What follows belongs to an exercise in optimizing a design on an open flow for small area; a production flow would make more cautious choices.
The RTL was checked by simulation tests, not by an equivalence proof against the original design.
Power and IR drop assume default switching activity.

run K:
// datapath
module datapath (
    input  logic                    clk,
    input  logic                    rstN_i,
    input  logic                    iStall_i,
    input  logic                    dStall_i,
    output logic [32-1:0]   pcF_o,
    output logic                    instEnF_o,
    input  logic [32-1:0]   instrF_i,
    output logic                    memEnM_o,
    output logic [32-1:0]   memAddrM_o,
    output logic [3:0]              memWenM_o,
    output logic [32-1:0]   memWdataM_o,
    input  logic [32-1:0]   memRdataM_i,
    output logic [32-1:0]   debugWbPc_o,
    output logic [3:0]              debugWbRfWen_o,
    output logic [5-1:0] debugWbRfWnum_o,
    output logic [32-1:0]   debugWbRfWdata_o
);
Size: roughly 1200 flip-flops, ~240 I/O pins, about 44000 sq um of cells after synthesis.
Settings: LEC_CHECK=0, CAP_MARGIN=20, CORE_MARGIN=2, CORE_UTILIZATION=60, CTS_BUF_LIST=sky130_fd_sc_hd__clkbuf_16, CTS_CLUSTER_DIAMETER=100, CTS_CLUSTER_SIZE=20, PLACE_DENSITY=0.72, SLEW_MARGIN=20; clock period 5.5 ns.
standard.sh (not shown) runs the stock make flow with config.mk's settings and CLKGATE_MAP_FILE= SYNTH_SCRIPT=/design/flow/synth_recipe.tcl, a recipe that flattens the netlist after the stock synthesis.
==> flow/flow/run.sh <==
#!/bin/bash
# The standard layout, with every port buffered by the smallest buffer
# (sky130_fd_sc_hd__buf_1) instead of the one buffer_ports picks by default.
set -euo pipefail
export BUFFER_PORTS_ARGS="-buffer_cell sky130_fd_sc_hd__buf_1"
bash standard.sh > standard.log 2>&1
[inputs] run Y vs run K
-- flow/design.v --
<<< run K, line 203
    logic [1:0]  step;         
    logic        valid;        
    logic        wen;          
    logic        fetchPend;    
    logic [29:0] pc;           
>>> run Y, line 203
    logic [1:0]  step;         
    logic        valid;        
    logic        fetchPend;    
    logic [29:0] pc;           
<<< run K, line 247
    logic [31:0] wb;
    logic        wbRet;        
    logic [4:0]  ra;
    logic [1:0]  pos4, pos3, ra3;
>>> run Y, line 246
    logic [31:0] wb;
    logic        wbRet;        
    logic [1:0]  wbDst3;
    logic [4:0]  ra;
    logic [1:0]  pos4, pos3, ra3;
<<< run K, line 262
        end
    end
    logic        wbValidN;
    logic [4:0]  wbDstN;
    logic [1:0]  phN, ph3N, wbDst3N;
    logic [7:0]  weN, we, hold;
    assign phN      = ph + 2'd1;
    assign ph3N     = (ph3 == 2'd2) ? 2'd0 : ph3 + 2'd1;
    assign wbValidN = wen | (wbValid & ~wbRet);
    assign wbDstN   = wen ? dstE : wbDst;
    assign wbDst3N  = wbDstN[1:0] - 2'd1;
    assign weN[0]   = wbValidN && wbDstN[4:2] == 3'd0 && wbDst3N == ph3N;
    for (genvar q = 1; q < 8; q++) begin : g_weN
        assign weN[q] = wbValidN && wbDstN[4:2] == 3'(q) && wbDstN[1:0] == phN;
    end
    always_ff @(posedge clk) begin
        we   <= weN;
        hold <= ~weN;
    end
    assign wbRet = wbValid & (|we);
    for (genvar q = 1; q < 8; q++) begin : g_ring4
        always_ff @(posedge clk) begin
>>> run Y, line 262
        end
    end
    assign wbDst3 = wbDst[1:0] - 2'd1;
    assign wbRet  = wbValid & ((wbDst[4:2] == 3'd0) ? (wbDst3 == ph3) : (wbDst[1:0] == ph));
    for (genvar q = 1; q < 8; q++) begin : g_ring4
        always_ff @(posedge clk) begin
<<< run K, line 285
            ring4[q][1] <= ring4[q][2];
            ring4[q][2] <= ring4[q][3];
            ring4[q][3] <= (ring4[q][0] & {32{hold[q]}}) | (wb & {32{we[q]}});
        end
    end
>>> run Y, line 269
            ring4[q][1] <= ring4[q][2];
            ring4[q][2] <= ring4[q][3];
            ring4[q][3] <= (wbValid && wbDst[4:2] == 3'(q) && wbDst[1:0] == ph) ? wb : ring4[q][0];
        end
        for (genvar k = 0; k < 4; k++) begin : g_slot
            assign slot[4 * q + k] = ring4[q][k];
        end
    end
<<< run K, line 291
        ring3[0] <= ring3[1];
        ring3[1] <= ring3[2];
        ring3[2] <= (ring3[0] & {32{hold[0]}}) | (wb & {32{we[0]}});
    end
    always_comb begin
        slot[0] = ring3[0];
        slot[1] = ring3[1];
        slot[2] = ring3[2];
        slot[3] = 32'd0;
        for (int q = 1; q < 8; q++) begin
            for (int k = 0; k < 4; k++) begin
                slot[4 * q + k] = ring4[q][k];
            end
        end
    end
    assign ra   = (step == 2'd0) ? instrF_i[25:21] : rtE;
    assign pos4 = ra[1:0] - ph;
>>> run Y, line 278
        ring3[0] <= ring3[1];
        ring3[1] <= ring3[2];
        ring3[2] <= (wbValid && wbDst[4:2] == 3'd0 && wbDst3 == ph3) ? wb : ring3[0];
    end
    assign slot[0] = ring3[0];
    assign slot[1] = ring3[1];
    assign slot[2] = ring3[2];
    assign slot[3] = 32'd0;
    assign ra   = (step == 2'd0) ? instrF_i[25:21] : rtE;
    assign pos4 = ra[1:0] - ph;
<<< run K, line 337
        else                           aluOut = sum;
    end
    logic        commit, fetch;
    logic [29:0] pcNext;
    assign result = opLw ? memRdataM_i : aReg;
>>> run Y, line 317
        else                           aluOut = sum;
    end
    logic        commit, wen, fetch;
    logic [29:0] pcNext;
    assign result = opLw ? memRdataM_i : aReg;
Notes after the runs:
Run Y and run K ended up with nearly the same clock latency at the later pin of the worst-skew pair.
The lower post-placement cell count of run Y and run K is in run Y.
Comparing run Y with run K, the post-synthesis share of cell area spent on xor and xnor gates came out essentially unchanged.
Status: maximum achievable frequency parity (run Y, run K)
On total buffers and inverters traversed by the critical path, run Y tracks run K almost exactly.
Relative to run K, maximum net fanout on the critical path has decreased by 6 in run Y.
In the metrics for run Y and run K, the one carrying the lower routed wire length is run Y.
Smallest setup slack after layout in run Y is 0.0074 ns above run K.
Compared with run K, run Y shows a higher per-instance average area after synthesis.
Going from run K to run Y, initial antenna violation count shrinks by 6.
Combinational cell fraction of total power, run Y and run K: larger value in run K
Compared to run K, run Y has ratio of cells with drive above 1 in the final layout 7.9 points higher.

[static timing again, ports no longer ideal]
The flow's constraints put no driver on any port. The routed layouts listed below were extracted and timed again, unchanged, in two steps. Step 1 sets driving cells, clkbuf_16 on the clock port and buf_2 on the other inputs (assumed; they add their load-dependent delay and slew). Step 2 adds t to the input delays and takes it off the output delays; t is the mean of the earliest and latest rising clock arrival at the registers after step 1. Input paths then give back, and output paths get back, about the clock's delay inside the block. Three values: no drivers, after step 1, after step 2; two values: the first two.
| run | t, ns | slack for setup (ns) | hold WS [ns] | worst data-port slew with drivers (ns) | pins driven straight from the clock port |
|---|---|---|---|---|---|
| run K | 0.711 | 0.219 / 0.219 / -0.193 | 0.335 / 0.335 / 0.335 | 0.05 | 1 |
| run Y | 0.711 | 0.226 / 0.226 / 0.077 | 0.339 / 0.339 / 0.339 | 0.07 | 1 |
With both steps, setup timing fails in run K, where it was met with ideal ports. The setup slack of run K, which loses most, moves by 0.000 ns with the drivers and by -0.412 ns with both steps.
